Background: an optimization exercise with open tools, aiming at small area, a short achievable clock period and few clock cycles per item. Do not read the settings as production practice.
Function was checked by simulation only, so behaviour that the tests miss may differ from the original.
Power is estimated from default activity; no workload was simulated.

==> design.v <==
package bti_pkg;
	localparam int TABLE_DEPTH = 64;
	localparam int IDX_W       = $clog2(TABLE_DEPTH);
	localparam int DATA_W      = 32;
	localparam int ENTRY_IDX_W = 6;
	localparam int ENTRIES_W   = 7;
	localparam int CFG_IDX_W   = 1;
	localparam int CFG_DATA_W  = 7;
	localparam int CLAMP_W     = (IDX_W + 1 > ENTRIES_W) ? IDX_W + 1 : ENTRIES_W;
	localparam int PROD_W      = 2 * DATA_W;
	localparam int STEP_W      = $clog2(DATA_W);
	localparam logic [CFG_IDX_W-1:0] CFG_INTERP_MODE    = CFG_IDX_W'(0);
	localparam logic [CFG_IDX_W-1:0] CFG_ENTRIES_IN_USE = CFG_IDX_W'(1);
	localparam logic FUNC_LOAD   = 1'b0;
	localparam logic FUNC_LOOKUP = 1'b1;
	localparam logic MODE_STAIR  = 1'b0;
	localparam logic MODE_LINEAR = 1'b1;
	typedef struct packed {
		logic [DATA_W-1:0] x;
		logic [DATA_W-1:0] y;
	} bp_entry_t;
	typedef struct packed {
		logic              start;
		logic [DATA_W-1:0] xd;
		logic [DATA_W-1:0] mag;
		logic [DATA_W-1:0] dx;
	} div_req_t;
	typedef struct packed {
		logic              done;
		logic [DATA_W-1:0] quot;
	} div_rsp_t;
	typedef enum logic [2:0] {
		ST_IDLE,
		ST_FIRST,
		ST_LAST,
		ST_SCAN,
		ST_DIV,
		ST_DONE
	} lut_state_t;
	typedef enum logic [1:0] {
		DV_IDLE,
		DV_MUL,
		DV_RUN
	} div_state_t;
endpackage
module bti_table_ram #(
	parameter int DEPTH = 64,
	parameter int WIDTH = 64
) (
	input  logic                     clk,
	input  logic                     we,
	input  logic [$clog2(DEPTH)-1:0] waddr,
	input  logic [WIDTH-1:0]         wdata,
	input  logic                     re,
	input  logic [$clog2(DEPTH)-1:0] raddr,
	output logic [WIDTH-1:0]         rdata
);
	logic [WIDTH-1:0] mem [DEPTH];
	always_ff @(posedge clk) begin
		if (we) begin
			mem[waddr] <= wdata;
		end
	end
	always_ff @(posedge clk) begin
		if (re) begin
			rdata <= mem[raddr];
		end
	end
endmodule
import bti_pkg::*;
module bti_mul_div (
	input  logic     clk,
	input  logic     arst_n,
	input  bti_pkg::div_req_t req,
	output bti_pkg::div_rsp_t rsp
);
	bti_pkg::div_state_t        state_q, state_d;
	logic [DATA_W-1:0] a_q, b_q, dx_q, rem_q, quo_q;
	logic [STEP_W-1:0] step_q;
	logic              done_q;
	logic [PROD_W-1:0] prod;
	logic [DATA_W:0]   trial;
	logic [DATA_W:0]   diff;
	logic              fits;
	logic              last_step;
	assign prod      = PROD_W'(a_q) * PROD_W'(b_q);
	assign trial     = {rem_q, quo_q[DATA_W-1]};
	assign diff      = trial - {1'b0, dx_q};
	assign fits      = trial >= {1'b0, dx_q};
	assign last_step = step_q == STEP_W'(DATA_W - 1);
	always_comb begin
		state_d = state_q;
		unique case (state_q)
			DV_IDLE: if (req.start) state_d = DV_MUL;
			DV_MUL:  state_d = DV_RUN;
			DV_RUN:  if (last_step) state_d = DV_IDLE;
			default: state_d = DV_IDLE;
		endcase
	end
	always_ff @(posedge clk or negedge arst_n) begin
		if (!arst_n) begin
			state_q <= DV_IDLE;
			step_q  <= '0;
			done_q  <= 1'b0;
		end else begin
			state_q <= state_d;
			done_q  <= (state_q == DV_RUN) && last_step;
			if (state_q == DV_MUL) begin
				step_q <= '0;
			end else if (state_q == DV_RUN) begin
				step_q <= step_q + STEP_W'(1);
			end
		end
	end
	always_ff @(posedge clk) begin
		case (state_q)
			DV_IDLE: begin
				if (req.start) begin
					a_q  <= req.xd;
					b_q  <= req.mag;
					dx_q <= req.dx;
				end
			end
			DV_MUL: begin
				rem_q <= prod[PROD_W-1:DATA_W];
				quo_q <= prod[DATA_W-1:0];
			end
			DV_RUN: begin
				rem_q <= fits ? diff[DATA_W-1:0] : trial[DATA_W-1:0];
				quo_q <= {quo_q[DATA_W-2:0], fits};
			end
			default: ;
		endcase
	end
	assign rsp.done = done_q;
	assign rsp.quot = quo_q;
endmodule
import bti_pkg::*;
module breakpoint_table_interpolator_unit (
	input  logic                   clk,
	input  logic                   arst_n,
	input  logic                   item_valid,
	output logic                   item_ready,
	input  logic                   item_func,
	input  logic [ENTRY_IDX_W-1:0] item_entry_index,
	input  logic [DATA_W-1:0]      item_x_value,
	input  logic [DATA_W-1:0]      item_y_value,
	output logic                   result_valid,
	input  logic                   result_ready,
	output logic [DATA_W-1:0]      result_y_result,
	input  logic                   cfg_we,
	input  logic [CFG_IDX_W-1:0]   cfg_index,
	input  logic [CFG_DATA_W-1:0]  cfg_wdata
);
	bti_pkg::lut_state_t               state_q, state_d;
	logic                     mode_q;
	logic [ENTRIES_W-1:0]     entries_q;
	logic [CLAMP_W-1:0]       ent;
	logic [IDX_W-1:0]         last_idx;
	logic [IDX_W-1:0]         scan_idx_q;
	logic [IDX_W-1:0]         rd_addr;
	logic                     rd_en;
	logic                     wr_en;
	logic                     item_acc;
	logic                     out_free;
	bti_pkg::bp_entry_t                rdata;
	bti_pkg::bp_entry_t                wdata;
	logic signed [DATA_W-1:0] x_q, prev_x_q, prev_y_q, last_y_q, res_q, y_out_q;
	logic signed [DATA_W-1:0] cur_x, cur_y;
	logic [DATA_W:0]          dy;
	logic                     neg_q;
	logic                     seg_hit;
	logic                     out_valid_q;
	bti_pkg::div_req_t                 div_req;
	bti_pkg::div_rsp_t                 div_rsp;
	assign item_acc    = item_valid && item_ready;
	assign item_ready  = state_q == ST_IDLE;
	assign out_free    = !out_valid_q || result_ready;
	assign result_valid    = out_valid_q;
	assign result_y_result = y_out_q;
	always_ff @(posedge clk or negedge arst_n) begin
		if (!arst_n) begin
			mode_q    <= MODE_LINEAR;
			entries_q <= ENTRIES_W'(1);
		end else if (cfg_we) begin
			unique case (cfg_index)
				CFG_INTERP_MODE:    mode_q    <= cfg_wdata[0];
				CFG_ENTRIES_IN_USE: entries_q <= cfg_wdata[ENTRIES_W-1:0];
				default: ;
			endcase
		end
	end
	always_comb begin
		ent = CLAMP_W'(entries_q);
		if (ent == '0) begin
			last_idx = '0;
		end else if (ent > CLAMP_W'(TABLE_DEPTH)) begin
			last_idx = IDX_W'(TABLE_DEPTH - 1);
		end else begin
			last_idx = IDX_W'(ent - CLAMP_W'(1));
		end
	end
	assign wr_en   = item_acc && (item_func == FUNC_LOAD) &&
		(32'(item_entry_index) < TABLE_DEPTH);
	assign wdata.x = item_x_value;
	assign wdata.y = item_y_value;
	bti_table_ram #(
		.DEPTH(TABLE_DEPTH),
		.WIDTH(2 * DATA_W)
	) u_table (
		.clk  (clk),
		.we   (wr_en),
		.waddr(IDX_W'(item_entry_index)),
		.wdata(wdata),
		.re   (rd_en),
		.raddr(rd_addr),
		.rdata(rdata)
	);
	assign cur_x   = signed'(rdata.x);
	assign cur_y   = signed'(rdata.y);
	assign seg_hit = (x_q >= prev_x_q) && (x_q < cur_x);
	assign dy      = {cur_y[DATA_W-1], cur_y} - {prev_y_q[DATA_W-1], prev_y_q};
	assign div_req.start = (state_q == ST_SCAN) && seg_hit && (mode_q == MODE_LINEAR);
	assign div_req.xd    = DATA_W'(x_q - prev_x_q);
	assign div_req.dx    = DATA_W'(cur_x - prev_x_q);
	assign div_req.mag   = dy[DATA_W] ? DATA_W'(-dy) : dy[DATA_W-1:0];
	bti_mul_div u_mul_div (
		.clk   (clk),
		.arst_n(arst_n),
		.req   (div_req),
		.rsp   (div_rsp)
	);
	always_comb begin
		state_d = state_q;
		rd_en   = 1'b0;
		rd_addr = '0;
		unique case (state_q)
			ST_IDLE: begin
				if (item_acc && (item_func == FUNC_LOOKUP)) begin
					rd_en   = 1'b1;
					state_d = ST_FIRST;
				end
			end
			ST_FIRST: begin
				if (x_q <= cur_x) begin
					state_d = ST_DONE;
				end else begin
					rd_en   = 1'b1;
					rd_addr = last_idx;
					state_d = ST_LAST;
				end
			end
			ST_LAST: begin
				if (x_q >= cur_x) begin
					state_d = ST_DONE;
				end else begin
					rd_en   = 1'b1;
					rd_addr = IDX_W'(1);
					state_d = ST_SCAN;
				end
			end
			ST_SCAN: begin
				rd_en   = 1'b1;
				rd_addr = scan_idx_q + IDX_W'(1);
				if (seg_hit) begin
					state_d = (mode_q == MODE_LINEAR) ? ST_DIV : ST_DONE;
				end else if (scan_idx_q == last_idx) begin
					state_d = ST_DONE;
				end
			end
			ST_DIV: begin
				if (div_rsp.done) state_d = ST_DONE;
			end
			ST_DONE: begin
				if (out_free) state_d = ST_IDLE;
			end
			default: state_d = ST_IDLE;
		endcase
	end
	always_ff @(posedge clk or negedge arst_n) begin
		if (!arst_n) begin
			state_q <= ST_IDLE;
		end else begin
			state_q <= state_d;
		end
	end
	always_ff @(posedge clk) begin
		case (state_q)
			ST_IDLE: begin
				if (item_acc) x_q <= signed'(item_x_value);
			end
			ST_FIRST: begin
				prev_x_q <= cur_x;
				prev_y_q <= cur_y;
				res_q    <= cur_y;
			end
			ST_LAST: begin
				last_y_q   <= cur_y;
				res_q      <= cur_y;
				scan_idx_q <= IDX_W'(1);
			end
			ST_SCAN: begin
				if (seg_hit) begin
					res_q <= prev_y_q;
					neg_q <= dy[DATA_W];
				end else begin
					prev_x_q   <= cur_x;
					prev_y_q   <= cur_y;
					res_q      <= last_y_q;
					scan_idx_q <= scan_idx_q + IDX_W'(1);
				end
			end
			ST_DIV: begin
				if (div_rsp.done) begin
					res_q <= neg_q ? prev_y_q - signed'(div_rsp.quot)
						: prev_y_q + signed'(div_rsp.quot);
				end
			end
			default: ;
		endcase
	end
	always_ff @(posedge clk or negedge arst_n) begin
		if (!arst_n) begin
			out_valid_q <= 1'b0;
		end else if ((state_q == ST_DONE) && out_free) begin
			out_valid_q <= 1'b1;
		end else if (result_ready) begin
			out_valid_q <= 1'b0;
		end
	end
	always_ff @(posedge clk) begin
		if ((state_q == ST_DONE) && out_free) begin
			y_out_q <= res_q;
		end
	end
endmodule
==> run.sh <==
#!/bin/bash
# synth_recipe.tcl (not shown) runs the flow's synth.tcl, then flattens the netlist and writes it again
# the make line also repeats each setting of config.mk as NAME=value (left out here)
make -C /OpenROAD-flow-scripts/flow DESIGN_CONFIG=/design/flow/config.mk WORK_HOME=/design/flow/orfs CLKGATE_MAP_FILE= SYNTH_SCRIPT=/design/flow/synth_recipe.tcl finish
==> config.mk <==
export PLATFORM = sky130hd
export DESIGN_NAME = breakpoint_table_interpolator_unit
export DESIGN_NICKNAME = breakpoint_table_interpolator_unit
export VERILOG_FILES = /design/flow/design.v
export SDC_FILE = /design/flow/constraint.sdc
export NUM_CORES = 4
export LEC_CHECK = 0
export CAP_MARGIN = 20
export CORE_MARGIN = 2
export CORE_UTILIZATION = 25
export PLACE_DENSITY = 0.45
export SLEW_MARGIN = 20
export SYNTH_MEMORY_MAX_BITS = 8192
==> constraint.sdc <==
create_clock -name core_clock -period 11.0 [get_ports {clk}]
set_input_delay 2.2000 -clock core_clock [delete_from_list [all_inputs] [get_ports {clk}]]
set_output_delay 2.2000 -clock core_clock [all_outputs]
set_load 0.01 [all_outputs]
==> metrics.md <==
| Metric | Value |
|---|---|
| Overall Global Routing Usage | 17.8% |
| Placement Cell Area | 236,000 um^2 |
| Power Dens Cells | between 100 and 150 nW/um^2 |
| GRT overflow | 0 |
| Worst setup EP type | register |
| Via Count | around 150k |
| Vias in the first global route | 142,000 |
| Syn nets | around 19,000 |
| Minimum hold slack | 415 ps |
| Starting density of the core | between 20 and 30% |
| Worst EP required | approximately 12,000 ps |
| WL/cell | 27.2 um |
| Post-cts hold buffer count | 0 |
| Post-detail-place hpwl | around 480,000 um |
| Final period util | roughly 91% |
| Pins Over Slew Limit | 0 |
| Status | no timing/DRC/antenna violations |
| Fin util | 28.8% |
| First-pass DRT Iterations | 6 |
| Syn Area/Cell | 12.3 um^2 |
| Final setup fails | 0 |
| CTS tree | yes |
| Die footprint | 887,000 um^2 |
| Clk latency of the worst-skew pair | roughly 1100 ps |
| CP arrival | approximately 11,000 ps |
| Port Buffers | approximately 120 |
| Maxcap violations | 0 |
| Netlist cell types | between 90 and 100 |
| Iter 0 DRT Violations | 16,300 |
| Startpoint class of the critical path | register |
| Post-synth ARST share | less than 1% |
| WL final | 815,000 um |
| Fillers | 89,000 |
| WHS Path Cells | 0 |
| Initial antenna violation count | 108 |
| RSZ-0062 raised after global routing | false |
| Hold Path Class | reg -> reg |
| Die X | between 900 and 1000 um |
| Share of the yosys chip area belonging to registers | 62.0% |
| Total negative slack | 0 ps |
| Endpoints failing hold | 0 |
| Post-CTS setup buffer count | 0 |
| CTS resizes | 0 |
| Clock skew | ~79 ps |
| Clock Sinks | about 4,500 |
| Synthesis-to-finish area growth | 14.8% |
| First-pass GRT wire length | roughly 1,100,000 um |
| Post-synth EDFFs | approximately 4,500 |
| Placer Congestion | 0.817 |
| DRT antenna net count | 0 |
| Fin crit period | 10,060 ps |
| Die Ht | 942 um |
| Max Freq | around 99 MHz |
| Final #Nets | 19,400 |
| Setup slack on the worst flop-to-flop path | roughly 940 ps |
| Remaining DRCs | 0 |
| P_leak | ~90 nW |
| Share of layout cells above drive strength 1 | under 10% |
| Post-synth top flop | edfxtp_1 |
| Via/cell ratio | between 4 and 5 |
| Synthesis-stage register bit count | 4,539 |
| # IOs | between 100 and 150 |
| R2R cell count | 25 |
| Slew headroom | around a fifth |
| Design area | approximately 250,000 um^2 |
| Yosys warning total | 3 |
| Core Footprint | around 880,000 um^2 |
| Most frequent cells in the layout | edfxtp_1, nand2_1, nand3_1 |
| Type of the worst setup path | reg -> reg |
| Commonest non-fill, non-tap cell in the layout | edfxtp_1 |
| Crit-path max FO | 15 |
| CTS Buf Count | 528 |
| CTS clk-pin slew, worst paths | ~60 ps |
| Max IR drop VDD | ~0.18 mV |
| Root Driver | clkbuf_16 |
| # rows | around 340 |
| Slew @ Worst Pin | ~1200 ps |
| Max clock buf depth | 4 |
| Largest net degree at the start of global routing | 134 |
| CTS H-Tree Depth | 6 |
| Area of the mapped netlist | between 200,000 and 250,000 um^2 |
| Cells after Synth | between 15,000 and 20,000 |
report_power, final:
part           internal (mW)  switching, mW
combinational         0.0387          0.276
sequential              19.0        0.00889
clock                   9.39           7.26
cell type report:
cell class	instances	area, um^2	share of cell area (%)
Antenna cell	68	170	0.0675
Clock buffer	691	14200	5.62
Clock inverter	216	1720	0.682
Inverter	1087	4080	1.62
Multi-Input combinational cell	11200	76100	30.2
Sequential cell	4539	136000	54.0
Tap cell	11600	14500	5.75
Timing Repair Buffer	571	5310	2.10
final timing paths:
kind / startpoint / endpoint
max: u_mul_div.a_q[10] / u_mul_div.rem_q[31]
min: res_q[13] / y_out_q[13]
max reg2reg: u_mul_div.a_q[10] / u_mul_div.rem_q[31]
min reg2reg: res_q[13] / y_out_q[13]
max in group asynchronous: arst_n / mode_q
min in group asynchronous: arst_n / entries_q[1]
flip-flops by register name, indices dropped and copies added (netlist names), 5 cells and up:
signal            flops
u_mul_div.rem_q      32
res_q                32
y_out_q              32
prev_x_q             32
u_mul_div.quo_q      32
x_q                  32
u_mul_div.step_q      5
last_y_q             32
u_table.rdata        64
entries_q             7
u_table.mem        4096
u_mul_div.a_q        32
u_mul_div.b_q        32
prev_y_q             32
u_mul_div.dx_q       32
scan_idx_q            6
logic make-up after synthesis:
group	Yosys count	share of synthesized area (%)
XOR/XNOR	254	1.01
AND/OR/NAND/NOR	7310	14.8
adder cells (fa/ha/maj)	1365	10.8
AO/OA/AOI/OAI	1956	5.87
multiplexers	326	1.64
flip-flops	4539	62.0
buffers and inverters	2103	3.89
cells in the mapped netlist (35+ instances only):
cell	instances	area, um^2
a21o_1	110	826
a21oi_1	554	2770
a22oi_1	47	353
a311oi_1	175	1530
a31oi_1	198	1240
a32o_1	35	350
a32oi_1	65	569
and2_1	594	3720
and3_1	278	1740
buf_1	114	428
buf_2	345	1730
clkbuf_1	512	1920
edfxtp_1	4519	136000
fa_1	901	18000
ha_1	463	5790
inv_1	1087	4080
mux2i_1	274	2740
nand2_1	4260	16000
nand2b_1	36	225
nand3_1	1410	7060
nand4_1	68	425
nor2_1	325	1220
nor2b_1	58	363
nor3_1	119	596
nor4_1	53	332
o211ai_1	45	338
o21ai_0	333	1670
o221ai_1	69	604
o22ai_1	60	375
xnor2_1	182	1590
xor2_1	72	631
critical path, cell delays in order (launching register included):
cell and delay, ps:
edfxtp_1 950, buf_4 350, nand2_1 110, fa_1 580
fa_1 450, fa_1 500, fa_1 620, fa_1 470
fa_1 520, fa_1 470, fa_1 540, inv_1 60
ha_1 360, a21o_1 210, a21o_1 170, a21o_1 190
a21o_1 200, a2111oi_0 520, a211oi_1 320, o311ai_0 780
a211oi_1 220, a311o_1 450, a221o_1 340, a21oi_1 180
xnor2_1 140, mux2i_1 90
metrics by stage:
| stage | setup slack [ps] | power [mW] | instances |
|---|---|---|---|
| after floorplan | 2470 | 19.4 | 17900 |
| after global placement | 766 | 19.7 | 29000 |
| after detailed placement | 826 | 19.7 | 29000 |
| after CTS | 761 | 36.3 | 29900 |
| after global routing | 337 | 36.9 | 30000 |
| final | 941 | 36.0 | 30000 |
layer usage:
metal	GRT usage (%)	routed length, um
met1	24.6	354000
met2	29.0	380000
met3	2.77	55400
met4	5.10	25800
met5	0	275
Testbench counts, summed over its fixed seeds: cycles 77,759, lookups 2,304.

[port drivers added, routing unchanged]
In the flow no input, the clock included, has a driving cell. The finished layout below was timed again as built, in two steps. Step 1, drivers: a clkbuf_16 drives clk and a buf_2 each remaining input, both assumed. Step 2 times the ports against the registers' clock, not the clock port: input delays grow and output delays shrink by t, the midpoint of the rising clock arrivals with the driver on. a / b / c = ideal / step 1 / step 2; a / b = the first two.
shift t [ns]: 1.196
setup WS [ns]: 0.941 / 0.941 / 0.941
slew at the worst register clock pin (ns): 0.07 / 0.07
After both steps setup and hold are still met in this run. The setup slack of this run moves by 0.000 ns with the drivers and by 0.000 ns with both steps.
